Background: an optimization exercise with open tools, aiming at small area, a short achievable clock period and few clock cycles per item. Do not read the settings as production practice. Function was checked by simulation only, so behaviour that the tests miss may differ from the original. Power and IR drop assume default switching activity.

<file path="design/flow/config.mk">
export PLATFORM = sky130hd
export DESIGN_NAME = assoc_line_cache_age_replace_unit
export DESIGN_NICKNAME = assoc_line_cache_age_replace_unit
export VERILOG_FILES = /design/flow/design.v
export SDC_FILE = /design/flow/constraint.sdc
export NUM_CORES = 4
export LEC_CHECK = 0
export ABC_CLOCK_PERIOD_IN_PS = 4000
export CAP_MARGIN = 20
export CORE_MARGIN = 2
export CORE_UTILIZATION = 55
export SLEW_MARGIN = 20
</file>
<file path="design/flow/constraint.sdc">
create_clock -name core_clock -period 10.0 [get_ports {clk}]
set_input_delay 2.0000 -clock core_clock [delete_from_list [all_inputs] [get_ports {clk}]]
set_output_delay 2.0000 -clock core_clock [all_outputs]
set_load 0.01 [all_outputs]
</file>
<file path="design/flow/design.v">
package alcar_pkg;
	typedef enum logic [2:0] {
		OP_READ  = 3'd0,
		OP_WRITE = 3'd1,
		OP_TICK  = 3'd2,
		OP_FLUSH = 3'd3,
		OP_MREAD = 3'd4,
		OP_MLOAD = 3'd5
	} op_t;
endpackage
module alcar_ram #(
	parameter int WIDTH = 16,
	parameter int DEPTH = 128
) (
	input  logic                     clk,
	input  logic                     we,
	input  logic [$clog2(DEPTH)-1:0] waddr,
	input  logic [WIDTH-1:0]         wdata,
	input  logic [$clog2(DEPTH)-1:0] raddr,
	output logic [WIDTH-1:0]         rdata
);
	logic [WIDTH-1:0] mem [DEPTH];
	always_ff @(posedge clk) begin
		if (we)
			mem[waddr] <= wdata;
		rdata <= mem[raddr];
	end
endmodule
module assoc_line_cache_age_replace_unit (
	input  logic        clk,
	input  logic        arst_n,
	input  logic        in_valid,
	output logic        in_ready,
	input  logic [2:0]  op,
	input  logic [6:0]  addr,
	input  logic [15:0] wdata,
	output logic        out_valid,
	input  logic        out_ready,
	output logic [15:0] rdata,
	output logic        miss
);
	localparam int L  = 5;    
	localparam int W  = 10;   
	localparam int R  = 13;   
	localparam int MW = 128;  
	logic [15:0]  mem_q  [R][W];
	logic [15:0]  line_q [L][W];
	logic [3:0]   tag_q  [L];
	logic [L-1:0] valid_q, dirty_q, pend_q;
	logic [15:0]  age_q  [L];
	logic         b_q    [L][L];  
	logic         irv_q;
	logic         o_rd_q, o_wr_q, o_tick_q, o_fl_q, o_mrd_q, o_mld_q;  
	logic [3:0]   row_q;
	logic [R-1:0] rowoh_q;
	logic [W-1:0] offoh_q;
	logic [15:0]  wd_q;
	logic         clr_q;
	logic         nrdy_q;      
	logic         irbusy_q;    
	logic         ri_v_q;
	logic [2:0]   ri_op_q;
	logic [6:0]   ri_addr_q;
	logic [15:0]  ri_wd_q;
	logic         fire_q;      
	logic [L-1:0] hitv_q;      
	logic         hit_q;
	logic         hitp_q;      
	logic [L-1:0] sel_q;       
	logic         wbgo_q;      
	logic [L-1:0] fill_q;      
	logic [L-1:0] wrh_q;       
	logic [L-1:0] acc_q;       
	logic         mld_q;       
	logic         tick_q;      
	logic         fl_q;        
	logic         hv_q, tv_q;
	logic [15:0]  hd_q, td_q;
	logic         hm_q, tm_q;
	logic in_ready_q;
	assign in_ready_q = ~nrdy_q;
	assign in_ready  = in_ready_q;
	assign out_valid = hv_q;
	assign rdata     = hd_q;
	assign miss      = hm_q;
	logic [15:0]  wbw [W];
	logic [R-1:0] wb_rowoh;
	always_comb begin
		for (int o = 0; o < W; o++) begin
			wbw[o] = '0;
			for (int k = 0; k < L; k++) if (sel_q[k]) wbw[o] |= line_q[k][o];
		end
		wb_rowoh = '0;
		for (int k = 0; k < L; k++)
			for (int r = 0; r < R; r++)
				if (sel_q[k] && tag_q[k] == 4'(r)) wb_rowoh[r] = 1'b1;
	end
	logic [15:0] rww [W];
	logic [15:0] mword, hword;
	always_comb begin
		for (int o = 0; o < W; o++) begin
			rww[o] = '0;
			for (int r = 0; r < R; r++)
				if (r * W + o < MW && rowoh_q[r]) rww[o] |= mem_q[r][o];
		end
		mword = '0;
		hword = '0;
		for (int o = 0; o < W; o++)
			if (offoh_q[o]) begin
				mword |= rww[o];
				hword |= wbw[o];
			end
	end
	logic [15:0] res_d;
	logic        res_m;
	assign res_d = o_rd_q ? (hit_q ? hword : mword)
		: (o_mrd_q ? (hitp_q ? hword : mword) : 16'h0);
	assign res_m = (o_rd_q | o_wr_q) & ~hit_q;
	for (genvar r = 0; r < R; r++) begin : g_mrow
		for (genvar o = 0; o < W; o++) begin : g_mword
			if (r * W + o < MW) begin : g_w
				logic        en;
				logic [15:0] d;
				logic [15:0] q;
				assign en = clr_q | (wbgo_q & wb_rowoh[r]) | (mld_q & rowoh_q[r] & offoh_q[o]);
				assign d = (mld_q & offoh_q[o]) ? wd_q : wbw[o];
				always_ff @(posedge clk)
					if (en) q <= d;
				assign mem_q[r][o] = q;
			end else begin : g_none
				assign mem_q[r][o] = '0;
			end
		end
	end
	logic [L-1:0] zero_v, sat_n;
	logic [L-1:0] valid_n, dirty_n, pend_n, dcand;
	logic         b_n [L][L];
	always_comb begin
		for (int k = 0; k < L; k++) begin
			zero_v[k] = age_q[k] == 16'h0;
			sat_n[k]  = age_q[k] >= 16'hFFFE;
		end
		dcand = pend_q | (fl_q ? (valid_q & dirty_q) : '0);
		for (int k = 0; k < L; k++) begin
			valid_n[k] = valid_q[k] | fill_q[k];
			if (acc_q[k]) dirty_n[k] = o_wr_q | (hit_q & dirty_q[k]);
			else if (fl_q) dirty_n[k] = 1'b0;
			else dirty_n[k] = dirty_q[k];
			pend_n[k] = dcand[k] & ~(wbgo_q & sel_q[k]);
		end
		for (int k = 0; k < L; k++)
			for (int j = 0; j < L; j++) begin
				if (j <= k) b_n[k][j] = 1'b0;
				else if (acc_q[k]) b_n[k][j] = zero_v[j];
				else if (acc_q[j]) b_n[k][j] = 1'b1;
				else if (tick_q) b_n[k][j] = b_q[k][j] | sat_n[k];
				else b_n[k][j] = b_q[k][j];
			end
	end
	for (genvar k = 0; k < L; k++) begin : g_line
		for (genvar o = 0; o < W; o++) begin : g_lword
			logic        en;
			logic [15:0] d;
			logic [15:0] q;
			assign en = fill_q[k] | (wrh_q[k] & offoh_q[o]);
			assign d = (o_wr_q & offoh_q[o]) ? wd_q : rww[o];
			always_ff @(posedge clk)
				if (en) q <= d;
			assign line_q[k][o] = q;
		end
		logic [3:0]  tag;
		logic        dirty, valid, pend;
		logic [15:0] age;
		always_ff @(posedge clk) begin
			if (fill_q[k]) tag <= row_q;
			dirty <= dirty_n[k];
			if (acc_q[k]) age <= '0;
			else if (tick_q & age != 16'hFFFF) age <= age + 16'd1;
		end
		always_ff @(posedge clk or negedge arst_n)
			if (!arst_n) begin
				valid <= 1'b0;
				pend <= 1'b0;
			end else begin
				valid <= valid_n[k];
				pend <= pend_n[k];
			end
		assign tag_q[k]   = tag;
		assign dirty_q[k] = dirty;
		assign valid_q[k] = valid;
		assign pend_q[k]  = pend;
		assign age_q[k]   = age;
		for (genvar j = 0; j < L; j++) begin : g_b
			if (j > k) begin : g_p
				logic b;
				always_ff @(posedge clk) b <= b_n[k][j];
				assign b_q[k][j] = b;
			end else begin : g_n
				assign b_q[k][j] = 1'b0;
			end
		end
	end
	logic pop, push, hd_ld;
	assign hd_ld = ~hv_q | pop;
	assign pop  = hv_q & out_ready;
	assign push = fire_q;
	logic [3:0]   in_row;
	logic [R-1:0] in_rowoh;
	logic [W-1:0] in_offoh;
	always_comb begin
		in_row = '0;
		in_offoh = '0;
		for (int r = 0; r < R; r++) begin
			in_rowoh[r] = ri_addr_q >= 7'(r * W) && 32'(ri_addr_q) < r * W + W;
			if (in_rowoh[r]) in_row = 4'(r);
			for (int o = 0; o < W; o++)
				if (r * W + o < MW && ri_addr_q == 7'(r * W + o)) in_offoh[o] = 1'b1;
		end
	end
	logic         irv_n, hv_n, tv_n, fire_n;
	logic [1:0]   rqc_n;
	logic [3:0]   row_n;
	logic         rd_n, wr_n, fl_n, mrd_n, mld_n, tick_n, rw_n;
	logic [L-1:0] hitv_n, vic_n, dr_f, dr_i, dcand_f, sel_f, sel_n, acc_f;
	logic         hit_n, hitp_n, use_hit, use_vic, wbgo_f, wbgo_n;
	always_comb begin
		logic seen;
		irv_n = ~irbusy_q ? ri_v_q : (irv_q & ~fire_q);
		hv_n = hv_q;
		tv_n = tv_q;
		if (push & pop) begin
			hv_n = 1'b1;
		end else if (push) begin
			hv_n = 1'b1;
			tv_n = hv_q;
		end else if (pop) begin
			hv_n = tv_q;
			tv_n = 1'b0;
		end
		rqc_n = 2'(hv_q) + 2'(tv_q) + 2'(push) - 2'(pop);
		fire_n = irv_n & ~(hv_n & tv_n);
		row_n  = ~irbusy_q ? in_row : row_q;
		rd_n   = ~irbusy_q ? (ri_op_q == alcar_pkg::OP_READ)  : o_rd_q;
		wr_n   = ~irbusy_q ? (ri_op_q == alcar_pkg::OP_WRITE) : o_wr_q;
		tick_n = ~irbusy_q ? (ri_op_q == alcar_pkg::OP_TICK)  : o_tick_q;
		fl_n   = ~irbusy_q ? (ri_op_q == alcar_pkg::OP_FLUSH) : o_fl_q;
		mrd_n  = ~irbusy_q ? (ri_op_q == alcar_pkg::OP_MREAD) : o_mrd_q;
		mld_n  = ~irbusy_q ? (ri_op_q == alcar_pkg::OP_MLOAD) : o_mld_q;
		rw_n   = rd_n | wr_n;
		for (int k = 0; k < L; k++)
			hitv_n[k] = fill_q[k] ? (row_n == row_q) : (valid_q[k] & (tag_q[k] == row_n));
		hit_n  = |hitv_n;
		hitp_n = |(hitv_n & pend_n);
		seen = 1'b0;
		for (int k = 0; k < L; k++) begin
			if (!(&valid_n)) begin
				vic_n[k] = !valid_n[k] && !seen;
			end else begin
				vic_n[k] = 1'b1;
				for (int i = 0; i < L; i++) begin
					if (i < k && b_n[i][k]) vic_n[k] = 1'b0;
					if (i > k && !b_n[k][i]) vic_n[k] = 1'b0;
				end
			end
			if (!valid_n[k]) seen = 1'b1;
		end
		dcand_f = pend_n | (fl_n ? (valid_n & dirty_n) : '0);
		seen = 1'b0;
		for (int k = 0; k < L; k++) begin
			dr_f[k] = dcand_f[k] && !seen;
			if (dcand_f[k]) seen = 1'b1;
		end
		seen = 1'b0;
		for (int k = 0; k < L; k++) begin
			dr_i[k] = pend_n[k] && !seen;
			if (pend_n[k]) seen = 1'b1;
		end
		use_hit = hit_n & (rw_n | mrd_n | mld_n);
		use_vic = rw_n & ~hit_n;
		sel_f  = use_hit ? hitv_n : (use_vic ? vic_n : dr_f);
		wbgo_f = use_hit ? hitp_n : (use_vic ? (&valid_n) : (~mld_n & |dcand_f));
		acc_f  = hit_n ? hitv_n : vic_n;
		sel_n  = fire_n ? sel_f : dr_i;
		wbgo_n = fire_n ? wbgo_f : |pend_n;
	end
	always_ff @(posedge clk or negedge arst_n) begin
		if (!arst_n) begin
			irv_q <= 1'b0;
			fire_q <= 1'b0;
			clr_q <= 1'b1;
			nrdy_q <= 1'b0;
			irbusy_q <= 1'b0;
			ri_v_q <= 1'b0;
			hd_q <= '0;
			hm_q <= 1'b0;
			hv_q <= 1'b0;
			tv_q <= 1'b0;
			wbgo_q <= 1'b0;
			sel_q <= '0;
			fill_q <= '0;
			wrh_q <= '0;
			acc_q <= '0;
			mld_q <= 1'b0;
			tick_q <= 1'b0;
			fl_q <= 1'b0;
		end else begin
			clr_q <= 1'b0;
			irv_q <= irv_n;
			fire_q <= fire_n;
			irbusy_q <= irv_n & (rqc_n == 2'd2);
			ri_v_q <= in_ready_q ? in_valid : ri_v_q;
			nrdy_q <= (in_ready_q ? in_valid : ri_v_q) & irv_n & (rqc_n == 2'd2);
			if (hd_ld) begin
				hd_q <= tv_q ? td_q : res_d;
				hm_q <= tv_q ? tm_q : res_m;
			end
			hv_q <= hv_n;
			tv_q <= tv_n;
			wbgo_q <= wbgo_n;
			sel_q <= sel_n;
			fill_q <= (fire_n & use_vic) ? vic_n : '0;
			wrh_q <= (fire_n & wr_n) ? hitv_n : '0;
			acc_q <= (fire_n & rw_n) ? acc_f : '0;
			mld_q <= fire_n & mld_n;
			tick_q <= fire_n & tick_n;
			fl_q <= fire_n & fl_n;
		end
	end
	always_ff @(posedge clk) begin
		hitv_q <= hitv_n;
		hit_q <= hit_n;
		hitp_q <= hitp_n;
		if (in_ready_q) begin
			ri_op_q <= op;
			ri_addr_q <= addr;
			ri_wd_q <= wdata;
		end
		if (~irbusy_q) begin
			o_rd_q   <= ri_op_q == alcar_pkg::OP_READ;
			o_wr_q   <= ri_op_q == alcar_pkg::OP_WRITE;
			o_tick_q <= ri_op_q == alcar_pkg::OP_TICK;
			o_fl_q   <= ri_op_q == alcar_pkg::OP_FLUSH;
			o_mrd_q  <= ri_op_q == alcar_pkg::OP_MREAD;
			o_mld_q  <= ri_op_q == alcar_pkg::OP_MLOAD;
			row_q <= in_row;
			rowoh_q <= in_rowoh;
			offoh_q <= in_offoh;
			wd_q <= ri_wd_q;
		end
		if (push & hv_q) begin
			td_q <= res_d;
			tm_q <= res_m;
		end
	end
endmodule
</file>
<file path="design/flow/flow/run.sh">
#!/bin/bash
set -euo pipefail
MARGIN=6.5
bash standard.sh SETUP_SLACK_MARGIN=$MARGIN synth > log_synth.txt 2>&1
bash standard.sh SETUP_SLACK_MARGIN=$MARGIN floorplan > log_floorplan.txt 2>&1
bash standard.sh SETUP_SLACK_MARGIN=$MARGIN place > log_place.txt 2>&1
bash standard.sh SETUP_SLACK_MARGIN=$MARGIN cts > log_cts.txt 2>&1
bash standard.sh SETUP_SLACK_MARGIN=$MARGIN route > log_route.txt 2>&1
bash standard.sh SETUP_SLACK_MARGIN=$MARGIN finish > log_finish.txt 2>&1
test -s out/final.def
</file>
<file path="design/flow/standard.sh">
#!/bin/bash
# synth_recipe.tcl (not shown) runs the flow's synth.tcl, then flattens the netlist and writes it again
# the make line also repeats each setting of config.mk as NAME=value (left out here)
make -C /OpenROAD-flow-scripts/flow DESIGN_CONFIG=/design/flow/config.mk WORK_HOME=/design/flow/orfs CLKGATE_MAP_FILE= SYNTH_SCRIPT=/design/flow/synth_recipe.tcl "${@:-finish}"
</file>
==> flow_metrics.env, run 1 <==
export IMPL_setup_viol=0
export IMPL_fp_dieArea_sq_um=222000
export IMPL_clock_sinks=3116
export IMPL_grt_pass1_wl_um=575000
export IMPL_timing_final_crit_share_pct=37.8
export IMPL_cts_buffers=329
export IMPL_clockRootBuffer="clkbuf_16"
export IMPL_postRouteAntennaNets=0
export IMPL_ys_seq_area_share_pct=76.9
export IMPL_fin_nets=7829
export IMPL_clock_latency_ps=1010
export IMPL_drv_slew=0
export IMPL_rsz0062_at_grt="yes"
export IMPL_grt_overflow=0
export IMPL_vdd_drop_max_v=0.000262
export IMPL_cp_arrival_ps=1780
export IMPL_final_setup_tns_ps=0
export IMPL_grt_antenna_before_repair=23
export IMPL_wirelength_um=426000
export IMPL_synth_main_ff_cell="edfxtp_1"
export IMPL_ys_ff_latch=3116
export IMPL_die_w_um=471
export IMPL_min_from="ri_wd_q[7]"
export IMPL_whs_ps=418
export IMPL_path_class="reg2out"
export IMPL_finalWorstSetupSlack_ps=6220
export IMPL_cts_htree_levels=5
export IMPL_max_freq_mhz=265
export IMPL_via_per_inst=7.26
export IMPL_cp_end_kind="output port"
export IMPL_worstReg2RegStart="mld_q"
export IMPL_initial_core_util_pct=55.3
export IMPL_cap_violations=0
export IMPL_grt_pass1_vias=73500
export IMPL_synth_edf_count=2950
export IMPL_cts_tree="yes"
export IMPL_synthCells=7677
export IMPL_hold_violations=0
export IMPL_worst_pin_slew_ps=1290
export IMPL_relSlewSlack_pct=14.1
export IMPL_ys_warn_count=9
export IMPL_drt_first_pass_iters=10
export IMPL_syn_area_sq_um=120000
export IMPL_power_leakage_nw=47.7
export IMPL_cp_max_fo=2
export IMPL_place_ws_ps=5530
export IMPL_crit_start="nrdy_q"
export IMPL_gp_congestion=0.983
export IMPL_ctsHoldBuffers=0
export IMPL_pin_count=49
export IMPL_syn_nets=7721
export IMPL_synthArstFlopShare_pct=1.89
export IMPL_ys_types=96
export IMPL_hp_class="reg2reg"
export IMPL_drt_initial_drc_count=14200
export IMPL_drt_wirelength_per_cell_um=39.2
export IMPL_coreArea_sq_um=217000
export IMPL_synth_avg_cell_area_sq_um=15.6
export IMPL_clkTransAtPathRegs_ps=60
export IMPL_drcViolationCount=0
export IMPL_crit_required_ps=8000
export IMPL_layout_drive_gt1_share_pct=13.9
export IMPL_die_y_um=471
export IMPL_rows=171
export IMPL_min_period_ps=3780
export IMPL_fin_skew_ps=71.7
export IMPL_power_density_nw_per_um2=386
export IMPL_clockBufferDepth=4
export IMPL_crit_path_start_kind="register"
export IMPL_place_detailed_hpwl_um=243000
export IMPL_status="no timing/DRC/antenna violations"
export IMPL_n_fill_cell=15800
export IMPL_grt_max_degree=90
export IMPL_via_count=79000
export IMPL_track_usage_pct=37.1
export IMPL_port_buffers=48
export IMPL_syn_to_final_growth_pct=14.0
[layout make-up]
type	instances	area [sq um]	area share [%]
multi-input cells	3931	27100	19.8
inverters	62	248	0.181
well taps	2854	3570	2.61
clock inverters	139	1160	0.846
flip-flops and latches	3116	92200	67.4
clock buffers	427	8800	6.44
repair buffers	345	3670	2.68
diodes	8	20.0	0.0146
[state kept, by name, indices dropped and copies added, names as in the netlist, 7 cells and up]
register	flops
g_mrow.g_mword.g_w.q	2048
g_line.g_lword.q	800
g_line.age	80
g_line.tag	20
hd_q	16
ri_wd_q	16
td_q	16
wd_q	16
rowoh_q	13
g_line.g_b.g_p.b	10
offoh_q	10
ri_addr_q	7
[stage by stage]
step | area, sq um | power (W) | util [%] | instances
6_report | 137000 | 0.0528 | 63.0 | 10900
5_1_grt | 137000 | 0.0540 | 63.0 | 10900
4_1_cts | 135000 | 0.0511 | 62.3 | 10800
3_5_place_dp | 124000 | 0.0389 | 57.0 | 10200
3_3_place_gp | 124000 | 0.0384 | 57.0 | 10200
2_1_floorplan | 120000 | 0.0308 | - | 7677
[repair_timing]
action,CTS,global route
setup buffers,36,41
cloned,4,11
endpoints found under the setup margin,1943,333
resized for setup,370,146
pin swaps,8,43
[metal layers]
layer  part of all wire (%)  global-route usage [%]  vias up
met5                  0.035                       0        -
met4                    6.5                    20.6       22
met3                     15                    10.7     1196
met2                     43                    52.9     6332
met1                     36                    51.5    40000
li1                       -                       -    31500
[worst max-delay path, stage by stage (launching register included)]
cell and delay (ps):
dfrtp_1 400, clkinvlp_4 130, buf_12 150, buf_6 120
[worst paths after layout]
kind                                            endpoint  slack (ps)  depth (start not counted)
setup / recovery                                in_ready        6220                          3
hold / removal                                   wd_q[7]         420                          0
setup reg to reg           g_mrow[9].g_mword[9].g_w.q[1]        6310                          3
hold reg to reg                                  wd_q[7]         420                          0
max in group asynchronous                       sel_q[2]        7910                          2
min in group asynchronous                           hm_q        1200                          2
[cell families after synthesis]
family,after synthesis,share of synthesized area [%]
XOR/XNOR,78,0.576
AO/OA/AOI/OAI,2231,14.1
buffers and inverters,630,2.01
other,1,0.00313
flip-flops,3116,76.9
adder cells (fa/ha/maj),14,0.152
multiplexers,59,0.494
AND/OR/NAND/NOR,1548,5.83
[cells in the final DEF (no fill, tap or decap), drive strengths merged, types with 107 or more instances in the layout]
cell type and instances:
nor2 632, a221oi 130, clkbuf 440, a22oi 834, nand2 315, a31oi 176
nand3 320, a21o 177, a222oi 288, buf 300, a22o 147, a21oi 237
dfxtp 107, edfxtp 2950
[power by group]
| group | internal, W | switching (W) | leakage, nW |
|---|---|---|---|
| combinational | 0.00438 | 0.0135 | 12.0 |
| clock | 0.00664 | 0.00490 | 4.85 |
| sequential | 0.0218 | 0.00145 | 30.8 |
[cell usage after synthesis (107+ instances only)]
master | n | area, sq um
a22o_1 | 147 | 1290
edfxtp_1 | 2950 | 88600
a21oi_1 | 235 | 1180
a222oi_1 | 288 | 2880
nor2_1 | 632 | 2370
clkbuf_1 | 461 | 1730
nand2_1 | 314 | 1180
a21o_1 | 177 | 1330
a22oi_1 | 834 | 6260
nand3_1 | 320 | 1600
a31oi_1 | 176 | 1100
a221oi_1 | 130 | 1140
dfxtp_1 | 107 | 2140
Testbench counts, summed over its fixed seeds: cycles 12,024, items 12,000.
==> run 2: changes to the inputs <==
--- a/design/flow/config.mk
+++ b/design/flow/config.mk
@@ -10,3 +10,6 @@
 export CORE_MARGIN = 2
 export CORE_UTILIZATION = 55
+export CTS_BUF_LIST = sky130_fd_sc_hd__clkbuf_16
+export CTS_CLUSTER_DIAMETER = 60
+export CTS_CLUSTER_SIZE = 25
 export SLEW_MARGIN = 20
==> flow_metrics.env, run 2 <==
export IMPL_via_per_inst=7.33
export IMPL_fin_nets=7702
export IMPL_wirelength_um=425000
export IMPL_critical_path_top_delay_family="flip-flops"
export IMPL_postRouteAntennaNets=0
export IMPL_cap_violations=0
export IMPL_syn_nets=7721
export IMPL_final_setup_tns_ps=0
export IMPL_coreArea_sq_um=217000
export IMPL_setup_viol=0
export IMPL_hp_class="reg2reg"
export IMPL_cp_max_fo=23
export IMPL_ys_warn_count=9
export IMPL_synth_most_common_cell="edfxtp_1"
export IMPL_crit_buf_inv=1
export IMPL_path_cells="and2_1 -> buf_4 -> a21o_1"
export IMPL_grt_pass1_wl_um=569000
export IMPL_synth_main_ff_cell="edfxtp_1"
export IMPL_power_density_nw_per_um2=373
export IMPL_synthTopCellsByCount="edfxtp_1, a22oi_1, nor2_1"
export IMPL_final_common_cell="edfxtp_1"
export IMPL_fp_dieArea_sq_um=222000
export IMPL_pin_count=49
export IMPL_seq_power_share_pct=46.7
export IMPL_p_sw_w=0.0197
export IMPL_hold_depth=0
export IMPL_rsz0062_at_grt="yes"
export IMPL_port_buffers=48
export IMPL_cp_slowest_cell="dfrtp_2"
export IMPL_drt_first_pass_iters=14
export IMPL_grt_pass1_vias=72000
export IMPL_synthArstFlopShare_pct=1.89
export IMPL_clkPwrFrac_pct=17.1
export IMPL_synthCells=7677
export IMPL_clock_latency_ps=920
export IMPL_grt_antenna_before_repair=25
export IMPL_timing_final_crit_share_pct=37.6
export IMPL_power_leakage_nw=46.0
export IMPL_place_detailed_hpwl_um=243000
export IMPL_design_area_sq_um=133000
export IMPL_swShare_pct=39.6
export IMPL_drt_wirelength_per_cell_um=39.8
export IMPL_ys_types=96
export IMPL_cts_buffers=183
export IMPL_die_w_um=471
export IMPL_dpl_instance_area_sq_um=124000
export IMPL_cts_tree="yes"
export IMPL_clkTransAtPathRegs_ps=90
export IMPL_crit_path_max_incr_delay_ps=1040
export IMPL_cp_end_kind="register"
export IMPL_worst_pin_slew_ps=1240
export IMPL_max_freq_mhz=266
export IMPL_cts_htree_levels=4
export IMPL_status="no timing/DRC/antenna violations"
export IMPL_synth_area_leaders="edfxtp_1, a22oi_1, a222oi_1"
export IMPL_hold_violations=0
export IMPL_relSlewSlack_pct=17.2
export IMPL_gp_congestion=0.983
export IMPL_layout_drive_gt1_share_pct=13.3
export IMPL_drv_slew=0
export IMPL_grt_max_degree=90
export IMPL_path_class="reg2reg"
export IMPL_final_cell_mix="edfxtp_1, a22oi_1, nor2_1"
export IMPL_p_int_w=0.0301
export IMPL_synth_largest_area_cell="edfxtp_1"
export IMPL_cp_arrival_ps=4270
export IMPL_track_usage_pct=36.8
export IMPL_crit_path_start_kind="register"
export IMPL_largest_reg_flops=2048
export IMPL_ctsHoldBuffers=0
export IMPL_place_ws_ps=5530
export IMPL_clockBufferDepth=3
export IMPL_top_regs="g_mrow.g_mword.g_w.q: 2048 flops, g_line.g_lword.q: 800 flops, g_line.age: 80 flops"
export IMPL_syn_to_final_growth_pct=11.1
export IMPL_synth_top_area_share_pct=73.9
export IMPL_rows=171
export IMPL_ys_ff_latch=3116
export IMPL_drcViolationCount=0
export IMPL_clock_sinks=3116
export IMPL_fin_skew_ps=51.3
export IMPL_r2r_cells=3
export IMPL_crit_required_ps=10510
export IMPL_crit_cells=3
export IMPL_die_y_um=471
export IMPL_p_comb_share_pct=36.2
export IMPL_via_count=78200
export IMPL_largest_register="g_mrow.g_mword.g_w.q"
export IMPL_drt_initial_drc_count=14200
export IMPL_synth_avg_cell_area_sq_um=15.6
export IMPL_vdd_drop_max_v=0.000237
export IMPL_initial_core_util_pct=55.3
export IMPL_ys_seq_area_share_pct=76.9
export IMPL_clockRootBuffer="clkbuf_16"
export IMPL_finalWorstSetupSlack_ps=6240
export IMPL_synth_edf_count=2950
export IMPL_min_period_ps=3760
export IMPL_grt_overflow=0
export IMPL_syn_area_sq_um=120000
-- run 2: cell counts after synthesis --
No cell type changed its count.
-- run 2: final timing paths --
kind	start	end	slack, ps
worst max-delay path	mld_q	g_mrow[9].g_mword[7].g_w.q[14]	6240
worst min-delay path	ri_wd_q[8]	wd_q[8]	430
worst max register to register	mld_q	g_mrow[9].g_mword[7].g_w.q[14]	6240
worst min register to register	ri_wd_q[8]	wd_q[8]	430
max in group asynchronous	arst_n	sel_q[3]	7840
min in group asynchronous	arst_n	hm_q	1260
-- run 2: metrics by stage --
stage	power [W]	std cells	hold slack, ps	util, %
after CTS	0.0479	10600	426	60.5
after floorplan	0.0308	7677	400	-
after global routing	0.0509	10700	434	61.4
final	0.0497	10700	426	61.4
after global placement	0.0384	10200	401	57.0
after detailed placement	0.0389	10200	405	57.0
-- run 2: timing repair --
| item | 4_1_cts | 5_1_grt |
|---|---|---|
| setup endpoints to repair | 1926 | 381 |
| pin swaps | 5 | 39 |
| resized for setup | 338 | 178 |
| gates cloned | 2 | 15 |
| setup buffers | 37 | 57 |
-- run 2: cells by family (layout without fill, tap and decap cells) --
group	Yosys count	count (layout)	synth area share [%]
AOI/OAI and AO/OA	2231	2231	14.1
xor gates and xnor gates	78	78	0.576
adders and majority gates	14	14	0.152
buffers and inverters	630	754	2.01
DFF	3116	3116	76.9
muxes	59	59	0.494
other	1	13	0.00313
and+or+nand+nor	1548	1548	5.83
-- run 2: area by class of cell --
cell class / instances / area, sq um
fill: 16200 / 83700
inverter: 62 / 248
tap: 2854 / 3570
clock inverter: 142 / 1640
antenna: 12 / 30.0
timing repair buffer: 364 / 3780
clock buffer: 186 / 4650
multi-input combinational: 3931 / 27100
sequential: 3116 / 92200
-- run 2: power groups by stage --
stage	registers [W]	clock network, W	logic (W)
2_1_floorplan	0.0228	0	0.00794
3_3_place_gp	0.0235	0	0.0149
3_5_place_dp	0.0236	0	0.0153
4_1_cts	0.0232	0.00855	0.0161
5_1_grt	0.0236	0.00898	0.0183
6_report	0.0232	0.00849	0.0180
-- run 2: metal layers --
layer | vias to the layer above | global-route usage (%) | wire, um
met5 | - | 0.151 | 172
met4 | 18 | 20.2 | 27700
met3 | 1107 | 10.3 | 59400
met2 | 5984 | 52.9 | 183000
met1 | 40000 | 50.9 | 154000
li1 | 31100 | - | -
==> run 3: changes to the inputs <==
==> design/flow/run.sh (new file) <==
#!/bin/bash
# synth_recipe.tcl (not shown) runs the flow's synth.tcl, then flattens the netlist and writes it again
# the make line also repeats each setting of config.mk as NAME=value (left out here)
make -C /OpenROAD-flow-scripts/flow DESIGN_CONFIG=/design/flow/config.mk WORK_HOME=/design/flow/orfs CLKGATE_MAP_FILE= SYNTH_SCRIPT=/design/flow/synth_recipe.tcl finish
==> design/flow/config.mk (replaced) <==
export PLATFORM = sky130hd
export DESIGN_NAME = assoc_line_cache_age_replace_unit
export DESIGN_NICKNAME = assoc_line_cache_age_replace_unit
export VERILOG_FILES = /design/flow/design.v
export SDC_FILE = /design/flow/constraint.sdc
export NUM_CORES = 4
export LEC_CHECK = 0
export CAP_MARGIN = 20
export CORE_MARGIN = 2
export CORE_UTILIZATION = 55
export SETUP_SLACK_MARGIN = 5
export SLEW_MARGIN = 20
removed: design/flow/flow/run.sh
removed: design/flow/standard.sh
==> flow_metrics.env, run 3 <==
export IMPL_synth_area_leaders="edfxtp_1, a22oi_1, a222oi_1"
export IMPL_worstReg2RegStart="rowoh_q[0]"
export IMPL_dpl_instance_area_sq_um=124000
export IMPL_cp_slowest_cell="o21ai_0"
export IMPL_cts_tree="yes"
export IMPL_timing_final_crit_share_pct=49.2
export IMPL_clock_latency_ps=990
export IMPL_cts_htree_levels=5
export IMPL_critical_path_top_delay_family="compound AO/OA/AOI/OAI gates"
export IMPL_worst_pin_slew_ps=1380
export IMPL_ys_warn_count=9
export IMPL_port_buffers=48
export IMPL_crit_start="rowoh_q[0]"
export IMPL_grt_pass1_wl_um=563000
export IMPL_power_leakage_nw=46.7
export IMPL_layout_drive_gt1_share_pct=9.47
export IMPL_fp_dieArea_sq_um=222000
export IMPL_design_area_sq_um=134000
export IMPL_syn_area_sq_um=120000
export IMPL_min_from="ri_wd_q[2]"
export IMPL_rows=171
export IMPL_drt_wirelength_per_cell_um=38.0
export IMPL_ctsHoldBuffers=0
export IMPL_rsz0062_at_grt="no"
export IMPL_clkTransAtPathRegs_ps=60
export IMPL_via_count=77100
export IMPL_drt_first_pass_iters=10
export IMPL_synth_largest_area_cell="edfxtp_1"
export IMPL_status="no timing/DRC/antenna violations"
export IMPL_synthCells=7677
export IMPL_coreArea_sq_um=217000
export IMPL_cp_arrival_ps=5730
export IMPL_r2r_cells=12
export IMPL_grt_pass1_vias=72300
export IMPL_synthTopCellsByCount="edfxtp_1, a22oi_1, nor2_1"
export IMPL_power_density_nw_per_um2=380
export IMPL_track_usage_pct=36.2
export IMPL_crit_path_max_incr_delay_ps=970
export IMPL_drt_initial_drc_count=13100
export IMPL_cts_buffers=328
export IMPL_via_per_inst=7.15
export IMPL_ys_types=96
export IMPL_synth_edf_count=2950
export IMPL_crit_required_ps=10810
export IMPL_vdd_drop_max_v=0.000276
export IMPL_whs_ps=417
export IMPL_synth_avg_cell_area_sq_um=15.6
export IMPL_largest_register="g_mrow.g_mword.g_w.q"
export IMPL_path_cells="buf_4 -> buf_12 -> buf_4 -> a222oi_1 -> nand3_1 -> o21ai_0 -> o2111ai_1 -> nor4_1 -> mux2i_1 -> a22o_1 -> mux2i_1 -> a21oi_1"
export IMPL_clockBufferDepth=4
export IMPL_grt_overflow=0
export IMPL_cp_max_fo=69
export IMPL_ys_seq_area_share_pct=76.9
export IMPL_largest_reg_flops=2048
export IMPL_die_y_um=471
export IMPL_synth_most_common_cell="edfxtp_1"
export IMPL_wirelength_um=410000
export IMPL_initial_core_util_pct=55.3
export IMPL_cp_end_kind="register"
export IMPL_cp_endpoint="hd_q[0]"
export IMPL_grt_max_degree=92
export IMPL_final_setup_tns_ps=0
export IMPL_postRouteAntennaNets=0
export IMPL_final_common_cell="edfxtp_1"
export IMPL_fin_cells=10800
export IMPL_clockRootBuffer="clkbuf_16"
export IMPL_syn_to_final_growth_pct=11.7
export IMPL_synth_top_area_share_pct=73.9
export IMPL_setup_viol=0
export IMPL_syn_nets=7721
export IMPL_clock_sinks=3116
export IMPL_reg2reg_slack_ps=5080
export IMPL_hp_class="reg2reg"
export IMPL_fin_skew_ps=62.8
export IMPL_drcViolationCount=0
export IMPL_grt_antenna_before_repair=29
export IMPL_fin_nets=7723
export IMPL_crit_path_start_kind="register"
export IMPL_final_cell_mix="edfxtp_1, a22oi_1, nor2_1"
export IMPL_relSlewSlack_pct=8.07
export IMPL_pin_count=49
export IMPL_crit_cells=12
export IMPL_ys_ff_latch=3116
export IMPL_reg2reg_to="hd_q[0]"
export IMPL_hold_violations=0
export IMPL_dp_cells=10200
export IMPL_crit_buf_inv=3
export IMPL_synth_main_ff_cell="edfxtp_1"
export IMPL_place_detailed_hpwl_um=241000
export IMPL_die_w_um=471
export IMPL_path_class="reg2reg"
export IMPL_min_period_ps=4920
export IMPL_max_freq_mhz=203
export IMPL_cap_violations=0
export IMPL_gp_congestion=0.984
export IMPL_final_util_pct=61.8
export IMPL_drv_slew=0
export IMPL_synthArstFlopShare_pct=1.89
export IMPL_top_regs="g_mrow.g_mword.g_w.q: 2048 flops, g_line.g_lword.q: 800 flops, g_line.age: 80 flops"
-- run 3: timing repair --
| item | in CTS | in global routing |
|---|---|---|
| endpoints found under the setup margin | 0 | 2 |
| gates resized for setup | 0 | 1 |
| buffers inserted | 0 | 0 |
-- run 3: area by class of cell --
type,count,area (sq um)
diodes,13,32.5
clock buffers,415,8720
clock inverters,153,1160
fillers,16000,83000
inverters,62,233
multi-input cells,3931,25900
flip-flops and latches,3116,92200
well taps,2854,3570
repair buffers,240,2130
-- run 3: layer usage --
layer / up-vias / share of wire (%) / routed length (um) / global-route usage [%]
li1: 31200 / - / - / -
met1: 39300 / 36 / 149000 / 49.1
met2: 5500 / 44 / 180000 / 53.0
met3: 1115 / 13 / 53800 / 10.1
met4: 30 / 6.6 / 27000 / 20.5
met5: - / 0.086 / 353 / 0.498
-- run 3: worst register-to-register path: cells and delay by family, from the launching register on --
kind / cells / cell delay [ps]
compound gates: 5 / 2040
simple gates: 2 / 770
flops: 1 / 370
mux: 2 / 330
buf+inv: 3 / 1230
-- run 3: report_power, final --
part | internal (W) | total [W] | leakage, nW | switching (W)
sequential | 0.0218 | 0.0233 | 30.8 | 0.00149
clock | 0.00658 | 0.0115 | 4.81 | 0.00489
combinational | 0.00363 | 0.0162 | 11.1 | 0.0125
-- run 3: cells by family (layout without fill, tap and decap cells) --
logic type	count (synthesis)	after routing	synth area share (%)
DFF	3116	3116	76.9
buffers and inverters	630	870	2.01
other	1	14	0.00313
xor gates and xnor gates	78	78	0.576
muxes	59	59	0.494
and+or+nand+nor	1548	1548	5.83
adders and majority gates	14	14	0.152
AOI/OAI and AO/OA	2231	2231	14.1
-- run 3: stage by stage --
stage | setup WS (ps) | power [W]
finish | 5080 | 0.0510
CTS | 5200 | 0.0502
global placement | 5220 | 0.0384
floorplan | 6450 | 0.0308
global route | 5160 | 0.0523
detailed placement | 5270 | 0.0389
-- run 3: worst min-delay path by stage --
stage | endpoint | slack [ps] | cells past startpoint
after floorplan | wd_q[0] | 400 | 0
after global placement | wd_q[1] | 400 | 0
after detailed placement | wd_q[1] | 400 | 0
after CTS | wd_q[7] | 420 | 0
after global routing | wd_q[4] | 420 | 0
final | wd_q[2] | 420 | 0

-- re-timing with driven ports --
The results above use ideal ports. As a check the final layouts listed here were re-extracted and re-timed, cells and wires unchanged.
Step 1 (the two cells are an assumption about what drives the block):
set clk [get_ports {clk}]
set_driving_cell -lib_cell sky130_fd_sc_hd__clkbuf_16 $clk
set_driving_cell -lib_cell sky130_fd_sc_hd__buf_2 [delete_from_list [all_inputs] $clk]
Step 2 also shifts input and output timing later by t, the mid clock arrival at the registers, as if the neighbouring blocks saw the same clock.
Slacks: ideal ports / drivers / drivers and shift; pairs: ideal ports / drivers.
run | t, ns | setup WS [ns] | worst setup path after step 2 | latest minus earliest clock arrival (ns) | worst slew at a driven data input, ns
run 1 | 1.066 | 6.221 / 6.130 / 5.682 | input to register | 0.073 / 0.073 | 0.08
run 2 | 0.998 | 6.244 / 6.190 / 5.783 | input to register | 0.061 / 0.061 | 0.08
run 3 | 1.051 | 5.085 / 5.085 / 5.085 | register to register | 0.066 / 0.065 | 0.09
After both steps setup and hold are still met in every run listed. The setup slack of run 1, which loses most, moves by -0.091 ns with the drivers and by -0.539 ns with both steps.
